Background: an optimization exercise with open tools, aiming at small area, a short achievable clock period and few clock cycles per item. Do not read the settings as production practice. Only simulation tests tie the RTL to the original design; equivalence was not proved. No activity file was given, so power comes from the tool's default toggle rates.

==> flow/design.v, too long to show whole: its modules and the start of the top module <==
// module mul_pipe: 891 lines
// module mul_enc: 18 lines
// module div_iter: 36 lines
// module hilo_unit_top: 352 lines
module hilo_unit_top (
    input  logic               clk,
    input  logic               rst,
    input  logic               op_valid,
    input  hilo_pkg::hilo_op_t op,
    input  hilo_pkg::word_t    rs_value,
    input  hilo_pkg::word_t    rt_value,
    output logic               div_busy,
    output logic               rd_valid,
    output hilo_pkg::word_t    rd_data
);
  // ...
==> flow/run.sh <==
#!/bin/bash
# synth_recipe.tcl (not shown) runs the flow's synth.tcl, then flattens the netlist and writes it again
# the make line also repeats each setting of config.mk as NAME=value (left out here)
make -C /OpenROAD-flow-scripts/flow DESIGN_CONFIG=/design/flow/config.mk WORK_HOME=/design/flow/orfs CLKGATE_MAP_FILE= SYNTH_SCRIPT=/design/flow/synth_recipe.tcl finish
==> flow/config.mk <==
export PLATFORM = sky130hd
export DESIGN_NAME = hilo_unit_top
export DESIGN_NICKNAME = hilo_unit_top
export VERILOG_FILES = /design/flow/design.v
export SDC_FILE = /design/flow/constraint.sdc
export NUM_CORES = 4
export LEC_CHECK = 0
export ABC_CLOCK_PERIOD_IN_PS = 4300
export CAP_MARGIN = 20
export CORE_MARGIN = 2
export CORE_UTILIZATION = 40
export SETUP_SLACK_MARGIN = 4.6
export SLEW_MARGIN = 20
==> flow/constraint.sdc <==
create_clock -name core_clock -period 9.0 [get_ports {clk}]
set_input_delay 1.8000 -clock core_clock [delete_from_list [all_inputs] [get_ports {clk}]]
set_output_delay 1.8000 -clock core_clock [all_outputs]
set_load 0.01 [all_outputs]
==> impl_metrics.env, run 1 <==
export IMPL_placed_area_mm2=0.0433
export IMPL_crit_end="s_q[59]$_DFFE_PP_"
export IMPL_final_cell_area_mm2=0.0473
export IMPL_taps=1368
export IMPL_yosysTopAreaCellShare=0.195
export IMPL_dp_cells=6075
export IMPL_cts_max_level=2
export IMPL_grt_pass1_wl_mm=258
export IMPL_via_per_inst=6.32
export IMPL_yosysSeqAreaShare=0.231
export IMPL_start_util=0.403
export IMPL_min_from="c_q[1]$_SDFFE_PP0P_"
export IMPL_status="timing/DRC/antenna clean"
export IMPL_wl_mm=179
export IMPL_firstDrtPassIters=8
export IMPL_finalHoldViolations=0
export IMPL_synthCells=4842
export IMPL_path_delay_family="compound AO/OA/AOI/OAI gates"
export IMPL_cts_tree="done"
export IMPL_p_int_w=0.00429
export IMPL_fin_ws_ps=4380
export IMPL_gp_congestion=1.05
export IMPL_clk_latency_ps=620
export IMPL_grt_util_met2=0.513
export IMPL_drt_iter0_drc=4557
export IMPL_antenna_cells=8
Testbench counts, summed over its fixed seeds: cycles 7,397, items 4,660.
==> module hilo_unit_top, before the edit <==
module hilo_unit_top (
    input  logic               clk,
    input  logic               rst,
    input  logic               op_valid,
    input  hilo_pkg::hilo_op_t op,
    input  hilo_pkg::word_t    rs_value,
    input  hilo_pkg::word_t    rt_value,
    output logic               div_busy,
    output logic               rd_valid,
    output hilo_pkg::word_t    rd_data
);
    logic [31:0] hi_q;
    logic [31:0] lo_q;
    logic [32:0] a_q;            
    logic [31:0] b_q;            
    logic [12:0] sel_q;          
    logic [1:0]  j_q;            
    logic        cin_q;          
    logic        aneg_q;         
    logic        qneg_q;
    logic        rneg_q;
    logic [63:0] s_q;
    logic [63:0] c_q;
    logic        busy_q;         
    logic        mul_q;          
    logic        first_q;        
    logic        setup_q;        
    logic        step_q;         
    logic [4:0]  cnt_q;          
    logic        wb_q;           
    logic        wbdiv_q;        
    logic        wbqn_q;         
    logic        wbrn_q;         
    logic acc;
    logic acc_mul;
    logic acc_div;
    logic acc_mthi;
    logic acc_mtlo;
    logic acc_rd;
    logic op_sgn;
    assign acc      = op_valid && !div_busy && !rst;
    assign acc_mul  = acc && (op[2:1] == 2'b00);
    assign acc_div  = acc && (op[2:1] == 2'b01);
    assign acc_mthi = acc && (op == hilo_pkg::op_mthi);
    assign acc_mtlo = acc && (op == hilo_pkg::op_mtlo);
    assign acc_rd   = acc && (op[2:1] == 2'b11);
    assign op_sgn   = !op[0];        
    logic [2:0]  f_rs;           
    logic [2:0]  f_rt;
    logic [1:0]  t_rs;
    logic [1:0]  t_rt;
    logic        swap;
    logic [31:0] mcand_in;
    logic [31:0] mplier_in;
    logic [1:0]  t_in;
    logic [7:0]  top_in;
    assign f_rs[0] = op_sgn ? ((&rs_value[31:7])  || !(|rs_value[31:7]))  : !(|rs_value[31:8]);
    assign f_rs[1] = op_sgn ? ((&rs_value[31:15]) || !(|rs_value[31:15])) : !(|rs_value[31:16]);
    assign f_rs[2] = op_sgn ? ((&rs_value[31:23]) || !(|rs_value[31:23])) : !(|rs_value[31:24]);
    assign f_rt[0] = op_sgn ? ((&rt_value[31:7])  || !(|rt_value[31:7]))  : !(|rt_value[31:8]);
    assign f_rt[1] = op_sgn ? ((&rt_value[31:15]) || !(|rt_value[31:15])) : !(|rt_value[31:16]);
    assign f_rt[2] = op_sgn ? ((&rt_value[31:23]) || !(|rt_value[31:23])) : !(|rt_value[31:24]);
    assign t_rs    = f_rs[0] ? 2'd0 : f_rs[1] ? 2'd1 : f_rs[2] ? 2'd2 : 2'd3;
    assign t_rt    = f_rt[0] ? 2'd0 : f_rt[1] ? 2'd1 : f_rt[2] ? 2'd2 : 2'd3;
    assign swap      = |(f_rs & ~f_rt);
    assign mcand_in  = swap ? rt_value : rs_value;
    assign mplier_in = swap ? rs_value : rt_value;
    assign t_in      = swap ? t_rs : t_rt;
    logic [7:0] top_rs;
    logic [7:0] top_rt;
    always_comb begin
        case (t_rs)
            2'd0:    top_rs = rs_value[7:0];
            2'd1:    top_rs = rs_value[15:8];
            2'd2:    top_rs = rs_value[23:16];
            default: top_rs = rs_value[31:24];
        endcase
        case (t_rt)
            2'd0:    top_rt = rt_value[7:0];
            2'd1:    top_rt = rt_value[15:8];
            2'd2:    top_rt = rt_value[23:16];
            default: top_rt = rt_value[31:24];
        endcase
    end
    assign top_in = swap ? top_rs : top_rt;
    logic [1:0]  j_nx;
    logic [7:0]  dig_nx;
    logic [8:0]  dig_d;
    logic [12:0] sel_d;
    logic [63:0] s_mul;
    logic [63:0] c_mul;
    assign j_nx = j_q - 2'd1;
    always_comb begin
        case (j_nx)
            2'd0:    dig_nx = b_q[7:0];
            2'd1:    dig_nx = b_q[15:8];
            2'd2:    dig_nx = b_q[23:16];
            default: dig_nx = b_q[31:24];
        endcase
    end
    assign dig_d = acc_mul ? {op_sgn && top_in[7], top_in} : {1'b0, dig_nx};
    mul_enc u_enc (
        .d   (dig_d),
        .sel (sel_d)
    );
    mul_pipe u_mul (
        .a     (a_q),
        .sel   (sel_q),
        .s_in  (first_q ? 64'd0 : s_q),
        .c_in  (first_q ? 64'd0 : c_q),
        .s_out (s_mul),
        .c_out (c_mul)
    );
    logic        aneg_in;
    logic        bneg_in;
    logic [5:0]  za;
    logic [5:0]  zb;
    logic [5:0]  za_adj;
    logic [6:0]  skip;
    logic [3:0]  skip4;
    logic [31:0] abs_a;
    logic [63:0] norm;
    logic [32:0] dn;             
    logic [34:0] d3;             
    logic [4:0]  steps0;         
    assign aneg_in = op_sgn && rs_value[31];
    assign bneg_in = op_sgn && rt_value[31];
    logic [5:0] za_q;
    logic [5:0] zb_q;
    div_iter u_clz_a (.x(aneg_in ? ~rs_value : rs_value), .n(za));
    div_iter u_clz_b (.x(bneg_in ? ~rt_value : rt_value), .n(zb));
    assign za_adj = za_q - {5'd0, aneg_q};
    assign skip   = (zb_q == 6'd32) ? 7'd0 : (7'd31 + {1'b0, za_adj} - {1'b0, zb_q});
    assign skip4  = (skip >= 7'd32) ? 4'd8 : skip[5:2];
    assign abs_a  = aneg_q ? -b_q : b_q;
    assign norm   = {32'd0, abs_a} << {skip4, 2'b00};
    assign dn     = a_q + {32'd0, cin_q};
    assign d3     = {a_q[32], a_q[32], a_q} + {a_q[32], a_q, 1'b0} + {33'd0, cin_q, cin_q};
    assign steps0 = 5'd16 - {skip4, 1'b0};
    logic [35:0] sh2;
    logic [35:0] t1;
    logic [35:0] t2;
    logic [35:0] t3;
    logic [1:0]  qd;
    logic [31:0] rem_nx;
    assign sh2 = {2'b00, s_q[63:32], s_q[31:30]};
    assign t1  = sh2 + {{3{a_q[32]}}, a_q};
    assign t2  = sh2 + {{2{a_q[32]}}, a_q, 1'b0};
    assign t3  = sh2 + {c_q[34], c_q[34:0]};
    always_comb begin
        if (!t3[35]) begin
            qd     = 2'd3;
            rem_nx = t3[31:0];
        end else if (!t2[35]) begin
            qd     = 2'd2;
            rem_nx = t2[31:0];
        end else if (!t1[35]) begin
            qd     = 2'd1;
            rem_nx = t1[31:0];
        end else begin
            qd     = 2'd0;
            rem_nx = sh2[31:0];
        end
    end
    logic [64:0] wb_x;
    logic [64:0] wb_y;
    logic [64:0] wb_sum;
    logic [31:0] wb_hi;
    logic [31:0] wb_lo;
    assign wb_x   = wbdiv_q ? {s_q[63:32] ^ {32{wbrn_q}}, wbrn_q, s_q[31:0] ^ {32{wbqn_q}}}
                            : {s_q[63:32], 1'b1, s_q[31:0]};
    assign wb_y   = wbdiv_q ? {32'd0, wbrn_q, 32'd0} : {c_q[63:32], 1'b0, c_q[31:0]};
    assign wb_sum = wb_x + wb_y + {64'd0, wbdiv_q && wbqn_q};
    assign wb_hi  = wb_sum[64:33];
    assign wb_lo  = wb_sum[31:0];
    logic eng_act;
    logic eng_act_q;             
    assign eng_act = eng_act_q;
    always_ff @(posedge clk) begin
        if (rst) begin
            busy_q  <= 1'b0;
            mul_q   <= 1'b0;
            first_q <= 1'b0;
            setup_q <= 1'b0;
            step_q  <= 1'b0;
            wb_q    <= 1'b0;
            eng_act_q <= 1'b0;
        end else begin
            eng_act_q <= acc_mul || acc_div
                      || (mul_q && (j_q != 2'd0))
                      || (setup_q && (steps0 != 5'd0))
                      || (step_q && (cnt_q != 5'd1));
            first_q <= 1'b0;
            setup_q <= 1'b0;
            wb_q    <= 1'b0;
            if (mul_q) begin
                mul_q  <= (j_q != 2'd0);
                busy_q <= (j_q > 2'd1);
                if (j_q == 2'd0) begin
                    wb_q    <= 1'b1;
                    wbdiv_q <= 1'b0;
                end
            end
            if (setup_q) begin
                step_q <= (steps0 != 5'd0);
                busy_q <= (steps0 > 5'd1);
                if (steps0 == 5'd0) begin
                    wb_q    <= 1'b1;
                    wbdiv_q <= 1'b1;
                    wbqn_q  <= qneg_q;
                    wbrn_q  <= rneg_q;
                end
            end
            if (step_q) begin
                step_q <= (cnt_q != 5'd1);
                busy_q <= (cnt_q > 5'd2);
                if (cnt_q == 5'd1) begin
                    wb_q    <= 1'b1;
                    wbdiv_q <= 1'b1;
                    wbqn_q  <= qneg_q;
                    wbrn_q  <= rneg_q;
                end
            end
            if (acc_mul) begin
                mul_q   <= 1'b1;
                first_q <= 1'b1;
                busy_q  <= (t_in != 2'd0);
            end
            if (acc_div) begin
                setup_q <= 1'b1;
                busy_q  <= 1'b1;
            end
        end
    end
    always_ff @(posedge clk) begin
        if (acc_mul) begin
            a_q   <= {op_sgn && mcand_in[31], mcand_in};
            b_q   <= mplier_in;
            j_q   <= t_in;
            sel_q <= sel_d;
        end else if (acc_div) begin
            a_q     <= bneg_in ? {1'b1, rt_value} : ~{1'b0, rt_value};
            cin_q   <= !bneg_in;
            b_q     <= rs_value;
            aneg_q  <= aneg_in;
            qneg_q  <= op_sgn && (rs_value[31] ^ rt_value[31]);
            rneg_q  <= aneg_in;
            za_q    <= za;
            zb_q    <= zb;
        end else if (mul_q) begin
            j_q   <= j_nx;
            sel_q <= sel_d;
        end else if (setup_q) begin
            a_q   <= dn;
        end
        if (mul_q) begin
            s_q <= s_mul;
            c_q <= c_mul;
        end else if (setup_q) begin
            s_q <= norm;
            c_q <= {29'd0, d3};
        end else if (step_q) begin
            s_q <= {rem_nx, s_q[29:0], qd};
        end
        if (setup_q) begin
            cnt_q <= steps0;
        end else if (step_q) begin
            cnt_q <= cnt_q - 5'd1;
        end
    end
    always_ff @(posedge clk) begin
        if (rst) begin
            hi_q <= '0;
            lo_q <= '0;
        end else begin
            if (acc_mthi) begin
                hi_q <= rs_value;
            end else if (wb_q) begin
                hi_q <= wb_hi;
            end
            if (acc_mtlo) begin
                lo_q <= rs_value;
            end else if (wb_q) begin
                lo_q <= wb_lo;
            end
        end
    end
    logic        rd_valid_q;
    logic [31:0] rd_data_q;
    logic [1:0]  rq_v;           
    logic [1:0]  rq_hi;          
    logic [1:0]  rq_w;           
    logic        head_rdy;       
    logic        head_fwd;       
    logic        head_go;
    logic        blk_rd;
    logic        blk_mv;
    logic        blk_md;
    logic [1:0]  v1;
    logic [1:0]  hi1;
    logic [1:0]  w1;
    assign head_rdy = rq_v[0] && !rq_w[0];
    assign head_fwd = rq_v[0] && rq_w[0] && wb_q;
    assign head_go  = head_rdy || head_fwd;
    assign blk_rd = rq_v[1] && !head_go;
    assign blk_mv = eng_act || rq_v[1] || (rq_v[0] && !head_go);
    assign blk_md = busy_q;
    always_comb begin
        if (head_go) begin
            v1  = {1'b0, rq_v[1]};
            hi1 = {1'b0, rq_hi[1]};
            w1  = {1'b0, rq_w[1]};
        end else begin
            v1  = rq_v;
            hi1 = rq_hi;
            w1  = rq_w;
        end
        if (wb_q) begin
            w1 = 2'b00;
        end
    end
    always_ff @(posedge clk) begin
        if (rst) begin
            rq_v       <= 2'b00;
            rd_valid_q <= 1'b0;
        end else begin
            rd_valid_q <= head_go;
            rq_v  <= v1;
            rq_hi <= hi1;
            rq_w  <= w1;
            if (acc_rd) begin
                if (!v1[0]) begin
                    rq_v[0]  <= 1'b1;
                    rq_hi[0] <= (op == hilo_pkg::op_mfhi);
                    rq_w[0]  <= eng_act;
                end else begin
                    rq_v[1]  <= 1'b1;
                    rq_hi[1] <= (op == hilo_pkg::op_mfhi);
                    rq_w[1]  <= eng_act;
                end
            end
        end
        if (head_rdy) begin
            rd_data_q <= rq_hi[0] ? hi_q : lo_q;
        end else if (head_fwd) begin
            rd_data_q <= rq_hi[0] ? wb_hi : wb_lo;
        end
    end
    assign rd_valid = rd_valid_q;
    assign rd_data  = rd_data_q;
    assign div_busy = (op[2:1] == 2'b11) ? blk_rd : op[2] ? blk_mv : blk_md;
endmodule
==> run 2, diff against run 1 <==
--- a/flow/design.v
+++ b/flow/design.v
@@ -987,3 +987,3 @@
     logic [32:0] a_q;            
-    logic [31:0] b_q;            
+    logic [34:0] b_q;            
     logic [12:0] sel_q;          
@@ -1006,2 +1006,7 @@
     logic        wbrn_q;         
+    logic        wbhi_q;         
+    logic        wblo_q;         
+    logic        wbsw_q;         
+    logic        mvhi_q;         
+    logic        mvlo_q;         
     logic acc;
@@ -1009,4 +1014,2 @@
     logic acc_div;
-    logic acc_mthi;
-    logic acc_mtlo;
     logic acc_rd;
@@ -1014,6 +1017,4 @@
     assign acc      = op_valid && !div_busy && !rst;
-    assign acc_mul  = acc && (op[2:1] == 2'b00);
+    assign acc_mul  = acc && ((op[2:1] == 2'b00) || (op[2:1] == 2'b10));   
     assign acc_div  = acc && (op[2:1] == 2'b01);
-    assign acc_mthi = acc && (op == hilo_pkg::op_mthi);
-    assign acc_mtlo = acc && (op == hilo_pkg::op_mtlo);
     assign acc_rd   = acc && (op[2:1] == 2'b11);
@@ -1037,3 +1038,3 @@
     assign t_rt    = f_rt[0] ? 2'd0 : f_rt[1] ? 2'd1 : f_rt[2] ? 2'd2 : 2'd3;
-    assign swap      = |(f_rs & ~f_rt);
+    assign swap      = !op[2] && |(f_rs & ~f_rt);
     assign mcand_in  = swap ? rt_value : rs_value;
@@ -1073,3 +1074,5 @@
     end
-    assign dig_d = acc_mul ? {op_sgn && top_in[7], top_in} : {1'b0, dig_nx};
+    assign dig_d = !acc_mul ? {1'b0, dig_nx}
+                 : op[2]    ? 9'd1                       
+                 :            {op_sgn && top_in[7], top_in};
     mul_enc u_enc (
@@ -1090,3 +1093,2 @@
     logic [5:0]  zb;
-    logic [5:0]  za_adj;
     logic [6:0]  skip;
@@ -1095,3 +1097,2 @@
     logic [63:0] norm;
-    logic [32:0] dn;             
     logic [34:0] d3;             
@@ -1101,11 +1102,9 @@
     logic [5:0] za_q;
-    logic [5:0] zb_q;
+    logic [5:0] nzb_q;           
     div_iter u_clz_a (.x(aneg_in ? ~rs_value : rs_value), .n(za));
     div_iter u_clz_b (.x(bneg_in ? ~rt_value : rt_value), .n(zb));
-    assign za_adj = za_q - {5'd0, aneg_q};
-    assign skip   = (zb_q == 6'd32) ? 7'd0 : (7'd31 + {1'b0, za_adj} - {1'b0, zb_q});
-    assign skip4  = (skip >= 7'd32) ? 4'd8 : skip[5:2];
-    assign abs_a  = aneg_q ? -b_q : b_q;
+    assign skip   = {1'b0, za_q} + {2'd0, nzb_q[4:0]} - {6'd0, aneg_q};
+    assign skip4  = nzb_q[5] ? 4'd0 : (skip >= 7'd32) ? 4'd8 : skip[5:2];
+    assign abs_a  = aneg_q ? -b_q[31:0] : b_q[31:0];
     assign norm   = {32'd0, abs_a} << {skip4, 2'b00};
-    assign dn     = a_q + {32'd0, cin_q};
     assign d3     = {a_q[32], a_q[32], a_q} + {a_q[32], a_q, 1'b0} + {33'd0, cin_q, cin_q};
@@ -1119,5 +1118,5 @@
     assign sh2 = {2'b00, s_q[63:32], s_q[31:30]};
-    assign t1  = sh2 + {{3{a_q[32]}}, a_q};
-    assign t2  = sh2 + {{2{a_q[32]}}, a_q, 1'b0};
-    assign t3  = sh2 + {c_q[34], c_q[34:0]};
+    assign t1  = sh2 + {{3{a_q[32]}}, a_q} + {35'd0, cin_q};
+    assign t2  = sh2 + {{2{a_q[32]}}, a_q, cin_q} + {35'd0, cin_q};
+    assign t3  = sh2 + {b_q[34], b_q[34:0]};
     always_comb begin
@@ -1173,3 +1172,2 @@
                     wb_q    <= 1'b1;
-                    wbdiv_q <= 1'b0;
                 end
@@ -1181,5 +1179,2 @@
                     wb_q    <= 1'b1;
-                    wbdiv_q <= 1'b1;
-                    wbqn_q  <= qneg_q;
-                    wbrn_q  <= rneg_q;
                 end
@@ -1191,5 +1186,2 @@
                     wb_q    <= 1'b1;
-                    wbdiv_q <= 1'b1;
-                    wbqn_q  <= qneg_q;
-                    wbrn_q  <= rneg_q;
                 end
@@ -1199,3 +1191,3 @@
                 first_q <= 1'b1;
-                busy_q  <= (t_in != 2'd0);
+                busy_q  <= !op[2] && (t_in != 2'd0);
             end
@@ -1208,6 +1200,20 @@
     always_ff @(posedge clk) begin
+        if (eng_act_q) begin
+            wbdiv_q <= !mul_q;
+            wbqn_q  <= !mul_q && qneg_q;
+            wbrn_q  <= !mul_q && rneg_q;
+            wbhi_q  <= !(mul_q && mvlo_q);
+            wblo_q  <= !(mul_q && mvhi_q);
+            wbsw_q  <= mul_q && mvhi_q;
+        end
+    end
+    always_ff @(posedge clk) begin
+        if (acc_mul) begin
+            mvhi_q <= (op == hilo_pkg::op_mthi);
+            mvlo_q <= (op == hilo_pkg::op_mtlo);
+        end
         if (acc_mul) begin
             a_q   <= {op_sgn && mcand_in[31], mcand_in};
-            b_q   <= mplier_in;
-            j_q   <= t_in;
+            b_q   <= {3'd0, mplier_in};
+            j_q   <= op[2] ? 2'd0 : t_in;
             sel_q <= sel_d;
@@ -1216,3 +1222,3 @@
             cin_q   <= !bneg_in;
-            b_q     <= rs_value;
+            b_q     <= {3'd0, rs_value};
             aneg_q  <= aneg_in;
@@ -1221,3 +1227,3 @@
             za_q    <= za;
-            zb_q    <= zb;
+            nzb_q   <= {zb[5], ~zb[4:0]};    
         end else if (mul_q) begin
@@ -1226,13 +1232,12 @@
         end else if (setup_q) begin
-            a_q   <= dn;
+            b_q   <= d3;
         end
-        if (mul_q) begin
-            s_q <= s_mul;
-            c_q <= c_mul;
-        end else if (setup_q) begin
+        if (setup_q) begin
             s_q <= norm;
-            c_q <= {29'd0, d3};
         end else if (step_q) begin
             s_q <= {rem_nx, s_q[29:0], qd};
+        end else begin
+            s_q <= s_mul;
         end
+        c_q <= c_mul;
         if (setup_q) begin
@@ -1243,2 +1248,6 @@
     end
+    logic [31:0] hi_new;
+    logic [31:0] lo_new;
+    assign hi_new = !wbhi_q ? hi_q : wbsw_q ? wb_lo : wb_hi;
+    assign lo_new = !wblo_q ? lo_q : wb_lo;
     always_ff @(posedge clk) begin
@@ -1247,13 +1256,5 @@
             lo_q <= '0;
-        end else begin
-            if (acc_mthi) begin
-                hi_q <= rs_value;
-            end else if (wb_q) begin
-                hi_q <= wb_hi;
-            end
-            if (acc_mtlo) begin
-                lo_q <= rs_value;
-            end else if (wb_q) begin
-                lo_q <= wb_lo;
-            end
+        end else if (wb_q) begin
+            hi_q <= hi_new;
+            lo_q <= lo_new;
         end
@@ -1262,5 +1263,5 @@
     logic [31:0] rd_data_q;
-    logic [1:0]  rq_v;           
-    logic [1:0]  rq_hi;          
-    logic [1:0]  rq_w;           
+    logic [2:0]  rq_v;           
+    logic [2:0]  rq_hi;          
+    logic [2:0]  rq_w;           
     logic        head_rdy;       
@@ -1269,7 +1270,7 @@
     logic        blk_rd;
-    logic        blk_mv;
     logic        blk_md;
-    logic [1:0]  v1;
-    logic [1:0]  hi1;
-    logic [1:0]  w1;
+    logic [2:0]  v1;
+    logic [2:0]  hi1;
+    logic [2:0]  w1;
+    logic [2:0]  ins;            
     assign head_rdy = rq_v[0] && !rq_w[0];
@@ -1277,10 +1278,9 @@
     assign head_go  = head_rdy || head_fwd;
-    assign blk_rd = rq_v[1] && !head_go;
-    assign blk_mv = eng_act || rq_v[1] || (rq_v[0] && !head_go);
-    assign blk_md = busy_q;
+    assign blk_rd = rq_v[2] && !head_go;
+    assign blk_md = busy_q || (rq_v[2] && !head_go);
     always_comb begin
         if (head_go) begin
-            v1  = {1'b0, rq_v[1]};
-            hi1 = {1'b0, rq_hi[1]};
-            w1  = {1'b0, rq_w[1]};
+            v1  = {1'b0, rq_v[2:1]};
+            hi1 = {1'b0, rq_hi[2:1]};
+            w1  = {1'b0, rq_w[2:1]};
         end else begin
@@ -1291,4 +1291,5 @@
         if (wb_q) begin
-            w1 = 2'b00;
+            w1 = 3'b000;
         end
+        ins = v1[0] ? (v1[1] ? 3'b100 : 3'b010) : 3'b001;
     end
@@ -1296,3 +1297,3 @@
         if (rst) begin
-            rq_v       <= 2'b00;
+            rq_v       <= 3'b000;
             rd_valid_q <= 1'b0;
@@ -1300,15 +1301,10 @@
             rd_valid_q <= head_go;
-            rq_v  <= v1;
-            rq_hi <= hi1;
-            rq_w  <= w1;
             if (acc_rd) begin
-                if (!v1[0]) begin
-                    rq_v[0]  <= 1'b1;
-                    rq_hi[0] <= (op == hilo_pkg::op_mfhi);
-                    rq_w[0]  <= eng_act;
-                end else begin
-                    rq_v[1]  <= 1'b1;
-                    rq_hi[1] <= (op == hilo_pkg::op_mfhi);
-                    rq_w[1]  <= eng_act;
-                end
+                rq_v  <= v1 | ins;
+                rq_hi <= (hi1 & ~ins) | (ins & {3{op == hilo_pkg::op_mfhi}});
+                rq_w  <= (w1 & ~ins) | (ins & {3{eng_act}});
+            end else begin
+                rq_v  <= v1;
+                rq_hi <= hi1;
+                rq_w  <= w1;
             end
@@ -1318,3 +1314,3 @@
         end else if (head_fwd) begin
-            rd_data_q <= rq_hi[0] ? wb_hi : wb_lo;
+            rd_data_q <= rq_hi[0] ? hi_new : lo_new;
         end
@@ -1323,3 +1319,3 @@
     assign rd_data  = rd_data_q;
-    assign div_busy = (op[2:1] == 2'b11) ? blk_rd : op[2] ? blk_mv : blk_md;
+    assign div_busy = (op[2:1] == 2'b11) ? blk_rd : blk_md;
 endmodule
--- a/flow/config.mk
+++ b/flow/config.mk
@@ -11,3 +11,3 @@
 export CORE_UTILIZATION = 40
-export SETUP_SLACK_MARGIN = 4.6
+export SETUP_SLACK_MARGIN = 4.5
 export SLEW_MARGIN = 20
==> impl_metrics.env, run 2 <==
export IMPL_synth_fp_nets=5399
export IMPL_fin_crit_sh=0.501
export IMPL_finalHoldViolations=0
export IMPL_ys_flop_type="dfxtp_1"
export IMPL_use_met3=0.0645
export IMPL_coreArea_mm2=0.0980
export IMPL_top_regs="s_q (64), c_q (63), b_q (35)"
export IMPL_async_flop_share=0
export IMPL_finalSetupViolations=0
export IMPL_grt_util_met2=0.470
export IMPL_drc=0
export IMPL_drive_gt1_frac=0.0797
export IMPL_final_nets=5352
export IMPL_finalCriticalPeriod_ps=4510
export IMPL_largest_register_ffs=64
export IMPL_regMostFlops="s_q"
export IMPL_area_growth_pct=11.9
export IMPL_finalPower_w=0.0163
export IMPL_final_common_cell="nand2_1"
export IMPL_seqCellArea_mm2=0.00849
export IMPL_wl_per_cell_um=26.2
export IMPL_synthTopCellsByArea="edfxtp_1 (11%), dfxtp_1 (10%), ha_1 (9.9%)"
export IMPL_final_cell_area_mm2=0.0440
export IMPL_rows=115
export IMPL_skew_ps=20.8
export IMPL_synth_edf_count=146
export IMPL_crit_fanout=9
export IMPL_relSlewSlack=0.276
export IMPL_die_x_um=318
export IMPL_cp_cell_sequence="clkdlybuf4s50_1, nand4_1, nor2_1, and3_1, nor2_4, a221oi_4, nor2_4, buf_4, a2111oi_2, o32a_2, inv_2, ha_1"
export IMPL_synth_cell_types=101
export IMPL_cts_root_buf="clkbuf_16"
export IMPL_fillerInstances=9722
export IMPL_placed_area_mm2=0.0414
export IMPL_final_cell_mix="nand2_1 (420), a21oi_1 (365), ha_1 (309)"
export IMPL_ys_top_cells_by_count="nand2_1 (426), a21oi_1 (371), ha_1 (310)"
export IMPL_clk_pin_slew_worst_paths_ps=60
export IMPL_globalRoute_totalOverflow=0
export IMPL_start_util=0.402
export IMPL_cts_max_level=2
export IMPL_clk_latency_ps=610
export IMPL_track_usage=0.307
export IMPL_status="timing/DRC/antenna clean"
export IMPL_cp_end_kind="flop"
export IMPL_ys_seq_elements=351
export IMPL_fin_hold_ws_ps=455
export IMPL_slew_viol_final=0
export IMPL_via_per_inst=6.19
export IMPL_clock_path_buffers=3
export IMPL_top_usage_layer="met2"
export IMPL_dieArea_mm2=0.101
export IMPL_boundaryPins=104
export IMPL_cts_hold_buf=0
export IMPL_ys_warnings_count=3
export IMPL_port_buffers=103
export IMPL_min_path_type="flop to flop"
export IMPL_antenna_left=0
export IMPL_die_h_um=318
export IMPL_firstDrtPassIters=9
export IMPL_fmax_mhz=222
export IMPL_crit_required_ps=9350
export IMPL_grt_pass1_wl_mm=236
export IMPL_cts_tree="done"
export IMPL_rsz0062_at_grt="yes"
export IMPL_fin_setup_tns_ps=0
export IMPL_use_met1=0.406
export IMPL_yosysSeqAreaShare=0.216
export IMPL_cpPeakStageDelay_ps=780
export IMPL_critPathArrivalTime_ps=4860
export IMPL_grt_antenna_before_repair=7
export IMPL_synth_most_common_cell="nand2_1"
export IMPL_irDropWorstVdd_mv=0.178
export IMPL_avgSynthCellArea_um2=8.10
export IMPL_synth_area_mm2=0.0394
export IMPL_grt_pass1_vias=35900
export IMPL_crit_path_top_delay_cell="clkdlybuf4s50_1"
export IMPL_wl_mm=161
export IMPL_grt_max_degree=68
export IMPL_crit_type="input port to flop"
export IMPL_cp_common_cell="nor2_4"
export IMPL_power_leakage_nw=18.1
export IMPL_dp_hpwl_mm=122
export IMPL_worst_pin_slew_ps=1080
export IMPL_drt_iter0_drc=4499
export IMPL_gp_congestion=1.04
export IMPL_worst_setup_path_start_kind="input port"
export IMPL_synthCells=4857
export IMPL_yosysTopAreaCellShare=0.111
export IMPL_numCtsBuffers=45
export IMPL_cts_sinks=351
export IMPL_synth_top_cell_by_area="edfxtp_1"
export IMPL_maxCapViolCount=0
export IMPL_multi_input_area_mm2=0.0289
export IMPL_vias=38000
export IMPL_powerDensity_mw_per_mm2=370
## run 2: final timing paths
kind                                            start                     to  slack [ps]  depth (start not counted)
worst max-delay path                     rt_value[13]     sel_q[6]$_DFFE_PP_        4490                         12
worst min-delay path            hi_q[25]$_SDFFE_PP0P_  hi_q[25]$_SDFFE_PP0P_         460                          2
worst max register to register       rneg_q$_DFFE_PP_         s_q[1]$_DFF_P_        4520                         15
worst min register to register  hi_q[25]$_SDFFE_PP0P_  hi_q[25]$_SDFFE_PP0P_         460                          2
## run 2: worst max-delay path, delay by kind of cell
kind / cells / cell delay, ps
AOI/OAI and AO/OA: 3 / 880
buffers and inverters: 3 / 1000
adders and majority gates: 1 / 280
and+or+nand+nor: 5 / 900
## run 2: power by group
part	internal, W	switching [W]
clock	0.00121	0.000810
combinational	0.00463	0.00688
sequential	0.00217	0.000611
total	0.00800	0.00830
## run 2: cell families after synthesis
family / count (synthesis) / share of synthesized area
flip-flops: 351 / 0.216
AND/OR/NAND/NOR: 1403 / 0.174
buffers and inverters: 638 / 0.0618
XOR/XNOR: 391 / 0.0870
adder cells (fa/ha/maj): 472 / 0.181
AO/OA/AOI/OAI: 1474 / 0.247
multiplexers: 128 / 0.0334
## run 2: metal layers
layer  vias to the layer above  routed length, µm
li1                      17400                  -
met1                     18200              66000
met2                      1994              68900
met3                       422              16100
met4                         8               9990
met5                         -                 57
## run 2: repair_timing
action / 4_1_cts / 5_1_grt
gates cloned: 0 / 2
pin swaps: 9 / 20
setup buffers: 28 / 24
endpoints found under the setup margin: 182 / 123
gates resized for setup: 92 / 121
## run 2: metrics by stage
step / util / std cells / worst slack [ps]
after floorplan: - / 4857 / 4480
after global placement: 0.423 / 5995 / 2870
after detailed placement: 0.423 / 5995 / 2790
after CTS: 0.444 / 6106 / 4400
after global routing: 0.449 / 6133 / 4390
final: 0.449 / 6136 / 4490
## run 2: area by class of cell
class,instances,share of cell area
Antenna cell,3,0.000171
Clock buffer,53,0.0270
Clock inverter,30,0.00938
Inverter,297,0.0254
Multi-Input combinational cell,3868,0.657
Sequential cell,351,0.193
Tap cell,1287,0.0366
Timing Repair Buffer,247,0.0511
Testbench counts of run 2, summed over its fixed seeds: cycles 7,086, items 4,660.
==> run 3, diff against run 2 <==
--- a/flow/design.v
+++ b/flow/design.v
@@ -972,2 +972,31 @@
 endmodule
+module sk_add #(
+    parameter int W = 32
+) (
+    input  logic [W-1:0] a,
+    input  logic [W-1:0] b,
+    input  logic         cin,
+    output logic [W-1:0] s
+);
+    localparam int N = W + 1;              
+    localparam int L = $clog2(N);
+    logic [N-1:0] g [L+1];
+    logic [N-1:0] p [L+1];
+    always_comb begin
+        g[0] = {a & b, cin};
+        p[0] = {a ^ b, 1'b0};
+        for (int l = 0; l < L; l++) begin
+            for (int i = 0; i < N; i++) begin
+                if (((i >> l) & 1) == 1) begin
+                    g[l+1][i] = g[l][i] | (p[l][i] & g[l][((i >> l) << l) - 1]);
+                    p[l+1][i] = p[l][i] & p[l][((i >> l) << l) - 1];
+                end else begin
+                    g[l+1][i] = g[l][i];
+                    p[l+1][i] = p[l][i];
+                end
+            end
+        end
+    end
+    assign s = (a ^ b) ^ g[L][W-1:0];
+endmodule
 `timescale 1ns/10ps
@@ -1118,5 +1147,5 @@
     assign sh2 = {2'b00, s_q[63:32], s_q[31:30]};
-    assign t1  = sh2 + {{3{a_q[32]}}, a_q} + {35'd0, cin_q};
-    assign t2  = sh2 + {{2{a_q[32]}}, a_q, cin_q} + {35'd0, cin_q};
-    assign t3  = sh2 + {b_q[34], b_q[34:0]};
+    sk_add #(.W(36)) u_t1 (.a(sh2), .b({{3{a_q[32]}}, a_q}),        .cin(cin_q), .s(t1));
+    sk_add #(.W(36)) u_t2 (.a(sh2), .b({{2{a_q[32]}}, a_q, cin_q}), .cin(cin_q), .s(t2));
+    sk_add #(.W(36)) u_t3 (.a(sh2), .b({b_q[34], b_q[34:0]}),      .cin(1'b0),  .s(t3));
     always_comb begin
@@ -1144,3 +1173,3 @@
     assign wb_y   = wbdiv_q ? {32'd0, wbrn_q, 32'd0} : {c_q[63:32], 1'b0, c_q[31:0]};
-    assign wb_sum = wb_x + wb_y + {64'd0, wbdiv_q && wbqn_q};
+    sk_add #(.W(65)) u_wb (.a(wb_x), .b(wb_y), .cin(wbdiv_q && wbqn_q), .s(wb_sum));
     assign wb_hi  = wb_sum[64:33];
==> impl_metrics.env, run 3 <==
export IMPL_power_share_combinational=0.704
export IMPL_globalRoute_totalOverflow=0
export IMPL_coreArea_mm2=0.0933
export IMPL_final_cell_mix="nand2_1 (389), ha_1 (307), inv_1 (297)"
export IMPL_port_buffers=103
export IMPL_cts_tree="done"
export IMPL_p_int_w=0.00779
export IMPL_crit_fanout=16
export IMPL_wl_per_cell_um=26.7
export IMPL_synth_cell_types=89
export IMPL_numCtsBuffers=45
export IMPL_synth_edf_count=146
export IMPL_slew_viol_final=0
export IMPL_area_growth_pct=14.5
export IMPL_fmax_mhz=219
export IMPL_final_nets=5127
export IMPL_vias=35900
export IMPL_boundaryPins=104
export IMPL_start_util=0.403
export IMPL_cts_root_buf="clkbuf_16"
export IMPL_grt_pass1_vias=33600
export IMPL_skew_ps=42.6
export IMPL_avgSynthCellArea_um2=8.31
export IMPL_drive_gt1_frac=0.105
export IMPL_crit_type="flop to flop"
export IMPL_cts_max_level=2
export IMPL_p_clk_frac=0.114
export IMPL_ys_warnings_count=9
export IMPL_clk_latency_ps=610
export IMPL_crit_required_ps=9300
export IMPL_async_flop_share=0
export IMPL_synth_fp_nets=5086
export IMPL_synth_area_mm2=0.0376
export IMPL_irDropWorstVdd_mv=0.217
export IMPL_regMostFlops="s_q"
export IMPL_fillerInstances=9195
export IMPL_rows=112
export IMPL_cts_hold_buf=0
export IMPL_track_usage=0.313
export IMPL_synthCells=4532
export IMPL_dp_cells=5670
export IMPL_cts_sinks=351
export IMPL_fin_crit_sh=0.508
export IMPL_relSlewSlack=0.357
export IMPL_grt_max_degree=96
export IMPL_final_common_cell="nand2_1"
export IMPL_yosysSeqAreaShare=0.225
export IMPL_min_path_type="flop to flop"
export IMPL_fin_hold_ws_ps=455
export IMPL_fin_util=0.462
export IMPL_dp_hpwl_mm=116
export IMPL_die_h_um=311
export IMPL_maxCapViolCount=0
export IMPL_switching_share=0.516
export IMPL_seq_power_share=0.182
export IMPL_finalHoldViolations=0
export IMPL_top_regs="s_q (64), c_q (63), b_q (35)"
export IMPL_finalPower_w=0.0161
export IMPL_synth_top_cell_by_area="edfxtp_1"
export IMPL_drc=0
export IMPL_synthTopCellsByArea="edfxtp_1 (12%), dfxtp_1 (11%), ha_1 (10%)"
export IMPL_firstDrtPassIters=11
export IMPL_dieArea_mm2=0.0966
export IMPL_grt_antenna_before_repair=4
export IMPL_finalCriticalPeriod_ps=4570
export IMPL_grt_pass1_wl_mm=229
export IMPL_fin_setup_tns_ps=0
export IMPL_drt_iter0_drc=4141
export IMPL_yosysTopAreaCellShare=0.116
export IMPL_finalSetupViolations=0
export IMPL_ys_flop_type="dfxtp_1"
export IMPL_antenna_left=0
export IMPL_power_leakage_nw=17.8
export IMPL_ys_seq_elements=351
export IMPL_rsz0062_at_grt="yes"
export IMPL_die_x_um=311
export IMPL_wl_mm=156
export IMPL_synth_most_common_cell="nand2_1"
export IMPL_critPathArrivalTime_ps=4870
export IMPL_cp_end_kind="flop"
export IMPL_ys_top_cells_by_count="nand2_1 (400), ha_1 (309), inv_1 (300)"
export IMPL_clk_pin_slew_worst_paths_ps=60
export IMPL_clock_path_buffers=3
export IMPL_worst_setup_path_start_kind="flop"
export IMPL_stdcell_count=5868
export IMPL_via_per_inst=6.11
export IMPL_worst_pin_slew_ps=961
export IMPL_status="timing/DRC/antenna clean"
export IMPL_gp_congestion=1.02
export IMPL_powerDensity_mw_per_mm2=373
export IMPL_largest_register_ffs=64
export IMPL_net_switching_power_w=0.00829
-- run 3: changes by cell type after synthesis, sizes merged, moves of 10 or more --
cell	before	now
a21o	101	58
a21oi	372	267
a221o	24	13
buf	63	43
clkbuf	278	260
fa	162	175
mux2	27	17
nand2	426	400
nand3	89	74
nand4	41	30
nor2	311	292
nor2b	158	147
o21ai	287	244
-- run 3: power by group through the flow --
stage	Sequential, W	Combinational [W]	Clock, W
2_1_floorplan	0.00246	0.00709	0
3_5_place_dp	0.00291	0.0108	0
4_1_cts	0.00287	0.0110	0.00185
6_report	0.00292	0.0113	0.00184
5_1_grt	0.00291	0.0123	0.00191
3_3_place_gp	0.00292	0.0107	0
-- run 3: cells by family after synthesis --
logic type	Yosys count	synth area share
compound gates	1265	0.224
simple gates	1337	0.175
fa+ha+maj	484	0.196
buf+inv	607	0.0617
flops	351	0.225
xor+xnor	374	0.0870
mux	114	0.0309
-- run 3: routing by layer --
metal,vias to the layer above,global-route usage,share of wire
li1,16300,-,-
met1,17300,0.420,0.41
met2,1859,0.481,0.44
met3,392,0.0553,0.093
met4,2,0.158,0.062
met5,-,0,0.000083
-- run 3: timing repair --
item / CTS / global route
gates cloned: 8 / 5
buffers inserted: 47 / 50
resized for setup: 175 / 135
setup endpoints to repair: 297 / 92
pin swaps: 32 / 40
-- run 3: metrics by stage --
step | setup WS (ps) | instance area (µm²)
3_3_place_gp | 2840 | 39800
4_1_cts | 4390 | 42300
2_1_floorplan | 4420 | 37800
6_report | 4430 | 43100
5_1_grt | 4270 | 43100
3_5_place_dp | 2750 | 39800
-- run 3: critical path: stages, from the launching register on --
cell and delay [ps]:
edfxtp_1 540, nand2_4 120, buf_12 150, buf_16 160, xnor2_1 130, ha_1 330, a211oi_2 240, nor2_1 70
a211o_1 280, a311oi_4 360, o21ai_4 120, o2111ai_4 290, a21oi_4 90, o21ai_1 140, a21oi_1 80, nor2_1 170
fa_2 250, xnor2_2 110, xnor2_1 150, nor2_1 100, a21oi_2 180, a21o_1 130, o21ai_0 60
-- run 3: area by class of cell --
class	instances	area [µm²]	area share
antenna	5	12.5	0.000290
clock buffer	61	1240	0.0287
clock inverter	22	224	0.00520
multi-input combinational	3579	27700	0.643
timing repair inverter	2	10.0	0.000232
timing repair buffer	290	2670	0.0620
inverter	304	1170	0.0272
sequential	351	8500	0.197
tap	1254	1570	0.0364
-- run 3: worst paths after layout --
| kind | startpoint | to | slack, ps | cells past startpoint |
|---|---|---|---|---|
| max reg2reg | wbqn_q$_DFFE_PP_ | rd_data_q[31]$_DFFE_PP_ | 4430 | 22 |
| min reg2reg | lo_q[3]$_SDFFE_PP0P_ | lo_q[3]$_SDFFE_PP0P_ | 460 | 2 |
| max | wbqn_q$_DFFE_PP_ | rd_data_q[31]$_DFFE_PP_ | 4430 | 22 |
| min | lo_q[3]$_SDFFE_PP0P_ | lo_q[3]$_SDFFE_PP0P_ | 460 | 2 |
Testbench counts of run 3, summed over its fixed seeds: cycles 7,086, items 4,660.
==> run 4, diff against run 3 <==
--- a/flow/config.mk
+++ b/flow/config.mk
@@ -13 +13,2 @@
 export SLEW_MARGIN = 20
+export TNS_END_PERCENT = 10
==> impl_metrics.env, run 4 <==
export IMPL_crit_path_top_delay_cell="buf_4"
export IMPL_fin_crit_sh=0.514
export IMPL_die_h_um=311
export IMPL_largest_register_ffs=64
export IMPL_stdcell_count=5836
export IMPL_dp_hpwl_mm=119
export IMPL_drt_iter0_drc=3710
export IMPL_antenna_left=0
export IMPL_yosysTopAreaCellShare=0.116
export IMPL_rsz0062_at_grt="yes"
export IMPL_cts_tree="done"
export IMPL_avgSynthCellArea_um2=8.31
export IMPL_grt_antenna_before_repair=8
export IMPL_synthAdderAreaFrac=0.196
export IMPL_cts_hold_buf=0
export IMPL_ys_warnings_count=9
export IMPL_maxCapViolCount=0
export IMPL_yosysSeqAreaShare=0.225
export IMPL_rows=112
export IMPL_dp_worst_setup_slack_ps=2800
export IMPL_vias=35900
export IMPL_drive_gt1_frac=0.0959
export IMPL_synth_cell_types=89
export IMPL_synth_xor_area_frac=0.0870
export IMPL_irDropWorstVdd_mv=0.262
export IMPL_top_regs="s_q (64), c_q (63), b_q (35)"
export IMPL_dieArea_mm2=0.0966
export IMPL_worst_pin_slew_ps=1190
export IMPL_ys_top_cells_by_count="nand2_1 (400), ha_1 (309), inv_1 (300)"
export IMPL_cp_end_kind="flop"
export IMPL_finalSetupViolations=0
export IMPL_synth_area_mm2=0.0376
export IMPL_grt_pass1_vias=33700
export IMPL_fin_setup_tns_ps=0
export IMPL_skew_ps=62.3
export IMPL_path_delay_family="adder cells"
export IMPL_wl_mm=159
export IMPL_synth_top_family_by_area="compound AO/OA/AOI/OAI gates"
export IMPL_muxShareOfSynthArea=0.0309
export IMPL_cts_root_buf="clkbuf_16"
export IMPL_drc=0
export IMPL_boundaryPins=104
export IMPL_clk_latency_ps=650
export IMPL_synth_simple_gate_area_frac=0.175
export IMPL_top_usage_layer="met2"
export IMPL_start_util=0.403
export IMPL_grt_max_degree=104
export IMPL_synth_most_common_cell="nand2_1"
export IMPL_dp_cells=5674
export IMPL_status="timing/DRC/antenna clean"
export IMPL_clock_path_buffers=3
export IMPL_fillerInstances=9213
export IMPL_port_buffers=103
export IMPL_final_common_cell="nand2_1"
export IMPL_track_usage=0.317
export IMPL_fmax_mhz=216
export IMPL_coreArea_mm2=0.0933
export IMPL_worst_setup_path_start_kind="flop"
export IMPL_globalRoute_totalOverflow=0
export IMPL_area_growth_pct=13.9
export IMPL_cp_cell_sequence="buf_4, nand2b_1, fa_1, fa_1, fa_1, inv_1, fa_1, mux2i_1, o22ai_1"
export IMPL_clk_pin_slew_worst_paths_ps=60
export IMPL_use_met3=0.0595
export IMPL_crit_required_ps=9430
export IMPL_min_path_type="flop to flop"
export IMPL_finalHoldViolations=0
export IMPL_grt_pass1_wl_mm=230
export IMPL_finalPower_w=0.0163
export IMPL_power_leakage_nw=17.7
export IMPL_worst_path_buf_inv=2
export IMPL_numCtsBuffers=47
export IMPL_cts_max_level=2
export IMPL_grt_util_met2=0.494
export IMPL_fin_ws_ps=4370
export IMPL_final_nets=5094
export IMPL_die_x_um=311
export IMPL_async_flop_share=0
export IMPL_synthTopCellsByArea="edfxtp_1 (12%), dfxtp_1 (11%), ha_1 (10%)"
export IMPL_relSlewSlack=0.206
export IMPL_via_per_inst=6.15
export IMPL_crit_type="flop to flop"
export IMPL_firstDrtPassIters=9
export IMPL_use_met1=0.416
export IMPL_synth_compound_area_share=0.224
export IMPL_synth_edf_count=146
export IMPL_synth_top_cell_by_area="edfxtp_1"
export IMPL_finalCriticalPeriod_ps=4630
export IMPL_synthCells=4532
export IMPL_critPathArrivalTime_ps=5060
export IMPL_final_cell_mix="nand2_1 (387), ha_1 (302), inv_1 (298)"
export IMPL_powerDensity_mw_per_mm2=380
export IMPL_crit_fanout=103
export IMPL_synth_fp_nets=5086
export IMPL_gp_congestion=1.02
export IMPL_fin_hold_ws_ps=452
export IMPL_ys_seq_elements=351
export IMPL_regMostFlops="s_q"
export IMPL_cts_sinks=351
export IMPL_cp_common_cell="fa_1"
export IMPL_wl_per_cell_um=27.3
export IMPL_ys_flop_type="dfxtp_1"
export IMPL_cpPeakStageDelay_ps=750
export IMPL_slew_viol_final=0
run 4: cell count changes in the layout (fill, tap and decap cells not counted), sizes merged, moves of 2 or more:
| cell | change |
|---|---|
| buf | -37 |
| clkbuf | -31 |
| dlygate4sd2 | +16 |
| inv | +11 |
| clkdlybuf4s50 | +10 |
| clkinv | +7 |
| clkdlybuf4s15 | -5 |
| bufbuf | +3 |
| clkinvlp | -3 |
| diode | -2 |
run 4: path summary, 6_finish.rpt:
path / startpoint / endpoint / slack [ps] / cells past startpoint
setup / recovery: first_q$_SDFF_PP0_ / s_q[27]$_DFF_P_ / 4370 / 9
hold / removal: lo_q[14]$_SDFFE_PP0P_ / lo_q[14]$_SDFFE_PP0P_ / 450 / 2
setup reg to reg: first_q$_SDFF_PP0_ / s_q[27]$_DFF_P_ / 4370 / 9
hold reg to reg: lo_q[14]$_SDFFE_PP0P_ / lo_q[14]$_SDFFE_PP0P_ / 450 / 2
run 4: final cells by class:
type | instances | area (µm²) | share of cell area
Multi-Input combinational cell | 3577 | 27600 | 0.645
Clock inverter | 38 | 372 | 0.00867
Antenna cell | 3 | 7.51 | 0.000175
Sequential cell | 351 | 8490 | 0.198
Inverter | 304 | 1170 | 0.0273
Clock buffer | 50 | 1190 | 0.0277
Tap cell | 1254 | 1570 | 0.0366
Timing Repair Buffer | 257 | 2420 | 0.0564
Timing Repair inverter | 2 | 12.5 | 0.000292
run 4: power by group:
group / total, W / leakage, nW / internal, W / switching (W)
logic: 0.0114 / 13.9 / 0.00455 / 0.00689
registers: 0.00293 / 3.05 / 0.00218 / 0.000743
clock network: 0.00195 / 0.756 / 0.00109 / 0.000858
run 4: logic make-up after synthesis:
family / after synthesis
AND/OR/NAND/NOR: 1337
flip-flops: 351
buffers and inverters: 607
multiplexers: 114
AO/OA/AOI/OAI: 1265
XOR/XNOR: 374
adder cells (fa/ha/maj): 484
run 4: repair_timing:
| action | CTS | global route |
|---|---|---|
| pin swaps | 24 | 41 |
| gates resized for setup | 141 | 104 |
| endpoints found under the setup margin | 274 | 184 |
| buffers inserted | 31 | 29 |
| cloned | 7 | 4 |
run 4: tightest hold or removal path, cell delays in order, from the launching register on:
cell     delay, ps
dfxtp_1        300
nand2_1         50
a21oi_1         50
run 4: through the flow:
| step | area, µm² | utilization |
|---|---|---|
| detailed placement | 39900 | 0.427 |
| CTS | 42200 | 0.452 |
| global route | 42900 | 0.459 |
| global placement | 39800 | 0.427 |
| finish | 42900 | 0.459 |
| floorplan | 37800 | - |
run 4: layer usage:
| metal | part of all wire | vias to the layer above |
|---|---|---|
| met4 | 0.063 | 2 |
| met5 | 0.000063 | - |
| met3 | 0.089 | 379 |
| met2 | 0.44 | 1827 |
| li1 | - | 16300 |
| met1 | 0.41 | 17400 |
==> run 5, diff against run 4 <==
--- a/flow/design.v
+++ b/flow/design.v
@@ -972,31 +972,2 @@
 endmodule
-module sk_add #(
-    parameter int W = 32
-) (
-    input  logic [W-1:0] a,
-    input  logic [W-1:0] b,
-    input  logic         cin,
-    output logic [W-1:0] s
-);
-    localparam int N = W + 1;              
-    localparam int L = $clog2(N);
-    logic [N-1:0] g [L+1];
-    logic [N-1:0] p [L+1];
-    always_comb begin
-        g[0] = {a & b, cin};
-        p[0] = {a ^ b, 1'b0};
-        for (int l = 0; l < L; l++) begin
-            for (int i = 0; i < N; i++) begin
-                if (((i >> l) & 1) == 1) begin
-                    g[l+1][i] = g[l][i] | (p[l][i] & g[l][((i >> l) << l) - 1]);
-                    p[l+1][i] = p[l][i] & p[l][((i >> l) << l) - 1];
-                end else begin
-                    g[l+1][i] = g[l][i];
-                    p[l+1][i] = p[l][i];
-                end
-            end
-        end
-    end
-    assign s = (a ^ b) ^ g[L][W-1:0];
-endmodule
 `timescale 1ns/10ps
@@ -1017,3 +988,3 @@
     logic [34:0] b_q;            
-    logic [12:0] sel_q;          
+    logic [8:0]  dig_q;          
     logic [1:0]  j_q;            
@@ -1091,3 +1062,3 @@
     logic [8:0]  dig_d;
-    logic [12:0] sel_d;
+    logic [12:0] sel;
     logic [63:0] s_mul;
@@ -1107,4 +1078,4 @@
     mul_enc u_enc (
-        .d   (dig_d),
-        .sel (sel_d)
+        .d   (dig_q),
+        .sel (sel)
     );
@@ -1112,3 +1083,3 @@
         .a     (a_q),
-        .sel   (sel_q),
+        .sel   (sel),
         .s_in  (first_q ? 64'd0 : s_q),
@@ -1134,3 +1105,3 @@
     div_iter u_clz_b (.x(bneg_in ? ~rt_value : rt_value), .n(zb));
-    assign skip   = {1'b0, za_q} + {2'd0, nzb_q[4:0]} - {6'd0, aneg_q};
+    assign skip   = {1'b0, za_q} + {2'd0, nzb_q[4:0]};
     assign skip4  = nzb_q[5] ? 4'd0 : (skip >= 7'd32) ? 4'd8 : skip[5:2];
@@ -1147,5 +1118,5 @@
     assign sh2 = {2'b00, s_q[63:32], s_q[31:30]};
-    sk_add #(.W(36)) u_t1 (.a(sh2), .b({{3{a_q[32]}}, a_q}),        .cin(cin_q), .s(t1));
-    sk_add #(.W(36)) u_t2 (.a(sh2), .b({{2{a_q[32]}}, a_q, cin_q}), .cin(cin_q), .s(t2));
-    sk_add #(.W(36)) u_t3 (.a(sh2), .b({b_q[34], b_q[34:0]}),      .cin(1'b0),  .s(t3));
+    assign t1  = sh2 + {{3{a_q[32]}}, a_q} + {35'd0, cin_q};
+    assign t2  = sh2 + {{2{a_q[32]}}, a_q, cin_q} + {35'd0, cin_q};
+    assign t3  = sh2 + {b_q[34], b_q[34:0]};
     always_comb begin
@@ -1170,6 +1141,5 @@
     logic [31:0] wb_lo;
-    assign wb_x   = wbdiv_q ? {s_q[63:32] ^ {32{wbrn_q}}, wbrn_q, s_q[31:0] ^ {32{wbqn_q}}}
-                            : {s_q[63:32], 1'b1, s_q[31:0]};
-    assign wb_y   = wbdiv_q ? {32'd0, wbrn_q, 32'd0} : {c_q[63:32], 1'b0, c_q[31:0]};
-    sk_add #(.W(65)) u_wb (.a(wb_x), .b(wb_y), .cin(wbdiv_q && wbqn_q), .s(wb_sum));
+    assign wb_x   = {s_q[63:32] ^ {32{wbrn_q}}, !wbdiv_q || wbrn_q, s_q[31:0] ^ {32{wbqn_q}}};
+    assign wb_y   = {c_q[63:32], wbrn_q, c_q[31:0]};
+    assign wb_sum = wb_x + wb_y + {64'd0, wbqn_q};
     assign wb_hi  = wb_sum[64:33];
@@ -1247,3 +1217,3 @@
             j_q   <= op[2] ? 2'd0 : t_in;
-            sel_q <= sel_d;
+            dig_q <= dig_d;
         end else if (acc_div) begin
@@ -1255,3 +1225,3 @@
             rneg_q  <= aneg_in;
-            za_q    <= za;
+            za_q    <= za - {5'd0, aneg_in};     
             nzb_q   <= {zb[5], ~zb[4:0]};    
@@ -1259,3 +1229,3 @@
             j_q   <= j_nx;
-            sel_q <= sel_d;
+            dig_q <= dig_d;
         end else if (setup_q) begin
@@ -1270,3 +1240,3 @@
         end
-        c_q <= c_mul;
+        c_q <= mul_q ? c_mul : 64'd0;
         if (setup_q) begin
--- a/flow/config.mk
+++ b/flow/config.mk
@@ -13,2 +13 @@
 export SLEW_MARGIN = 20
-export TNS_END_PERCENT = 10
==> impl_metrics.env, run 5 <==
export IMPL_synth_cell_types=100
export IMPL_muxShareOfSynthArea=0.0351
export IMPL_hold_depth=2
export IMPL_fin_crit_sh=0.500
export IMPL_r2r_end="s_q[35]$_DFF_P_"
export IMPL_synth_compound_area_share=0.246
export IMPL_crit_fanout=60
export IMPL_yosysTopAreaCellShare=0.111
export IMPL_final_cell_mix="nand2_1 (412), nor2_1 (399), a21oi_1 (336)"
export IMPL_die_x_um=314
export IMPL_cts_tree="done"
export IMPL_cp_end_kind="flop"
export IMPL_die_h_um=314
export IMPL_boundaryPins=104
export IMPL_avgSynthCellArea_um2=8.08
export IMPL_ys_top_cells_by_count="nand2_1 (415), nor2_1 (402), a21oi_1 (341)"
export IMPL_min_to="lo_q[25]$_SDFFE_PP0P_"
export IMPL_crit_path_top_delay_cell="mux2i_1"
export IMPL_grt_pass1_wl_mm=229
export IMPL_rows=113
export IMPL_largest_register_ffs=64
export IMPL_ys_seq_elements=347
export IMPL_cts_root_buf="clkbuf_16"
export IMPL_synth_top_cell_by_area="edfxtp_1"
export IMPL_cts_max_level=2
export IMPL_synth_fp_nets=5284
export IMPL_min_path_type="flop to flop"
export IMPL_fin_setup_tns_ps=0
export IMPL_area_growth_pct=12.1
export IMPL_grt_max_degree=111
export IMPL_port_buffers=103
export IMPL_maxCapViolCount=0
export IMPL_irDropWorstVdd_mv=0.206
export IMPL_worst_setup_path_start_kind="input port"
export IMPL_synth_simple_gate_area_frac=0.174
export IMPL_synth_top_family_by_area="compound AO/OA/AOI/OAI gates"
export IMPL_worst_path_buf_inv=5
export IMPL_reg2reg_slack_ps=4560
export IMPL_drc=0
export IMPL_finalSetupViolations=0
export IMPL_skew_ps=30.7
export IMPL_cp_common_cell="buf_4"
export IMPL_synthTopCellsByArea="edfxtp_1 (11%), dfxtp_1 (11%), ha_1 (10%)"
export IMPL_firstDrtPassIters=9
export IMPL_synth_most_common_cell="nand2_1"
export IMPL_clk_latency_ps=610
export IMPL_synth_edf_count=142
export IMPL_cts_sinks=347
export IMPL_fmax_mhz=222
export IMPL_cpPeakStageDelay_ps=820
export IMPL_gp_congestion=1.01
export IMPL_wl_mm=158
export IMPL_crit_type="input port to flop"
export IMPL_vias=37100
export IMPL_critPathArrivalTime_ps=4770
export IMPL_timing_rr_start="dig_q[1]$_DFFE_PP_"
export IMPL_power_leakage_nw=18.1
export IMPL_rsz0062_at_grt="yes"
export IMPL_regMostFlops="s_q"
export IMPL_dp_hpwl_mm=118
export IMPL_drt_iter0_drc=4547
export IMPL_finalCriticalPeriod_ps=4500
export IMPL_ys_flop_type="dfxtp_1"
export IMPL_final_common_cell="nand2_1"
export IMPL_powerDensity_mw_per_mm2=348
export IMPL_clk_pin_slew_worst_paths_ps=60
export IMPL_synth_xor_area_frac=0.0822
export IMPL_grt_antenna_before_repair=7
export IMPL_yosysSeqAreaShare=0.218
export IMPL_top_regs="s_q (64), c_q (63), b_q (35)"
export IMPL_finalHoldViolations=0
export IMPL_slew_viol_final=0
export IMPL_via_per_inst=6.16
export IMPL_synthAdderAreaFrac=0.184
export IMPL_clock_path_buffers=3
export IMPL_path_delay_family="simple AND/OR/NAND/NOR gates"
export IMPL_grt_pass1_vias=34900
export IMPL_worstRegToRegCells=16
export IMPL_numCtsBuffers=43
export IMPL_track_usage=0.309
export IMPL_antenna_left=0
export IMPL_start_util=0.404
export IMPL_final_nets=5268
export IMPL_synth_area_mm2=0.0383
export IMPL_min_from="lo_q[25]$_SDFFE_PP0P_"
export IMPL_ys_warnings_count=3
export IMPL_status="timing/DRC/antenna clean"
export IMPL_async_flop_share=0
export IMPL_drive_gt1_frac=0.0764
export IMPL_relSlewSlack=0.137
export IMPL_globalRoute_totalOverflow=0
export IMPL_coreArea_mm2=0.0950
export IMPL_synthCells=4747
export IMPL_fin_util=0.452
export IMPL_dieArea_mm2=0.0984
export IMPL_wl_per_cell_um=26.1
export IMPL_worst_pin_slew_ps=1280
export IMPL_cp_cell_sequence="buf_2, buf_8, clkinv_1, buf_4, nand3_1, buf_4, or3_1, nor2_1, mux2i_1"
export IMPL_worstSetupPathDepth=9
export IMPL_fin_hold_ws_ps=455
export IMPL_crit_required_ps=9270
-- run 5: routing by layer --
layer | GRT usage | up-vias | wire length [µm]
met5 | 0 | - | 16
met1 | 0.404 | 17700 | 63000
met2 | 0.465 | 2040 | 67200
li1 | - | 17000 | -
met3 | 0.0624 | 441 | 15700
met4 | 0.198 | 2 | 11700
-- run 5: worst max path at each step --
stage | from | end | slack [ps]
after floorplan | rst | b_q[24]$_DFFE_PP_ | 4540
after CTS | rs_value[14] | za_q[4]$_DFFE_PP_ | 4510
final | rst | rq_hi[2]$_DFFE_PN_ | 4500
after detailed placement | op[0] | b_q[22]$_DFFE_PP_ | 2160
after global placement | op[0] | b_q[0]$_DFFE_PP_ | 2200
after global routing | dig_q[1]$_DFFE_PP_ | s_q[35]$_DFF_P_ | 4390
-- run 5: cells by family after synthesis --
family / Yosys count
DFF: 347
xor gates and xnor gates: 360
buffers and inverters: 601
and+or+nand+nor: 1408
muxes: 132
AOI/OAI and AO/OA: 1432
adders and majority gates: 467
-- run 5: worst register-to-register path, cell delays in order, from the launching register on --
cell      delay, ps
edfxtp_1        440
buf_12          210
nor2_1          130
nand2_1          80
o21ai_2          90
buf_6           170
o21ai_1          80
xor2_1          210
fa_1            490
fa_1            550
inv_1            50
fa_1            530
inv_1            60
fa_1            480
a221o_1         410
a221oi_2        220
o21ai_1          90
-- run 5: report_power, final --
| part | switching [W] | leakage, nW | internal, W |
|---|---|---|---|
| Combinational | 0.00629 | 14.3 | 0.00411 |
| Sequential | 0.000629 | 3.00 | 0.00203 |
| Clock | 0.000795 | 0.727 | 0.00108 |
| Total | 0.00771 | 18.1 | 0.00723 |
-- run 5: area by class of cell --
class / count / area [µm²]
Clock buffer: 52 / 1170
Timing Repair Buffer: 239 / 2300
Multi-Input combinational cell: 3803 / 28100
Antenna cell: 2 / 5.00
Fill cell: 9521 / 52000
Inverter: 296 / 1130
Clock inverter: 28 / 320
Sequential cell: 347 / 8380
Tap cell: 1265 / 1580
Timing Repair inverter: 1 / 7.51
-- run 5: what timing repair did --
item,4_1_cts,5_1_grt
resized for setup,74,102
pin swaps,5,15
setup buffers,14,30
cloned,4,4
hold buffers,0,0
setup endpoints to repair,181,162
-- run 5: metrics by stage --
stage          instances  worst slack, ps  power (W)  instance area (µm²)
4_1_cts             5996             4510     0.0146                42300
2_1_floorplan       4747             4540    0.00929                38300
6_report            6033             4500     0.0149                43000
3_5_place_dp        5898             2160     0.0127                40500
3_3_place_gp        5897             2200     0.0126                40500
5_1_grt             6031             4390     0.0160                43000
Testbench counts of run 5, summed over its fixed seeds: cycles 7,086, items 4,660.

-- port drivers added, routing unchanged --
The results above use ideal ports. As a check the final layouts listed here were re-extracted and re-timed, cells and wires unchanged.
Step 1, drivers: a clkbuf_16 drives clk and a buf_2 each remaining input, both assumed.
Step 2 moves the port delays by t, midway between the first and last clock arrival at a register: inputs arrive t later, outputs are due t later. That takes back most of the time a late clock gives input paths.
Three values: ideal ports, drivers, drivers and shift; two values: the first two.
run | t, ns | slack for setup (ns) | slew at the worst register clock pin (ns)
run 1 | 0.672 | 4.377 / 4.377 / 3.975 | 0.07 / 0.07
run 2 | 0.677 | 4.493 / 4.477 / 3.866 | 0.07 / 0.07
run 3 | 0.663 | 4.430 / 4.430 / 3.953 | 0.07 / 0.07
run 4 | 0.690 | 4.370 / 4.370 / 3.730 | 0.07 / 0.07
run 5 | 0.661 | 4.497 / 4.545 / 3.884 | 0.07 / 0.07
After both steps every run listed still meets setup and hold. The setup slack of run 4, which loses most, moves by 0.000 ns with the drivers and by -0.640 ns with both steps.
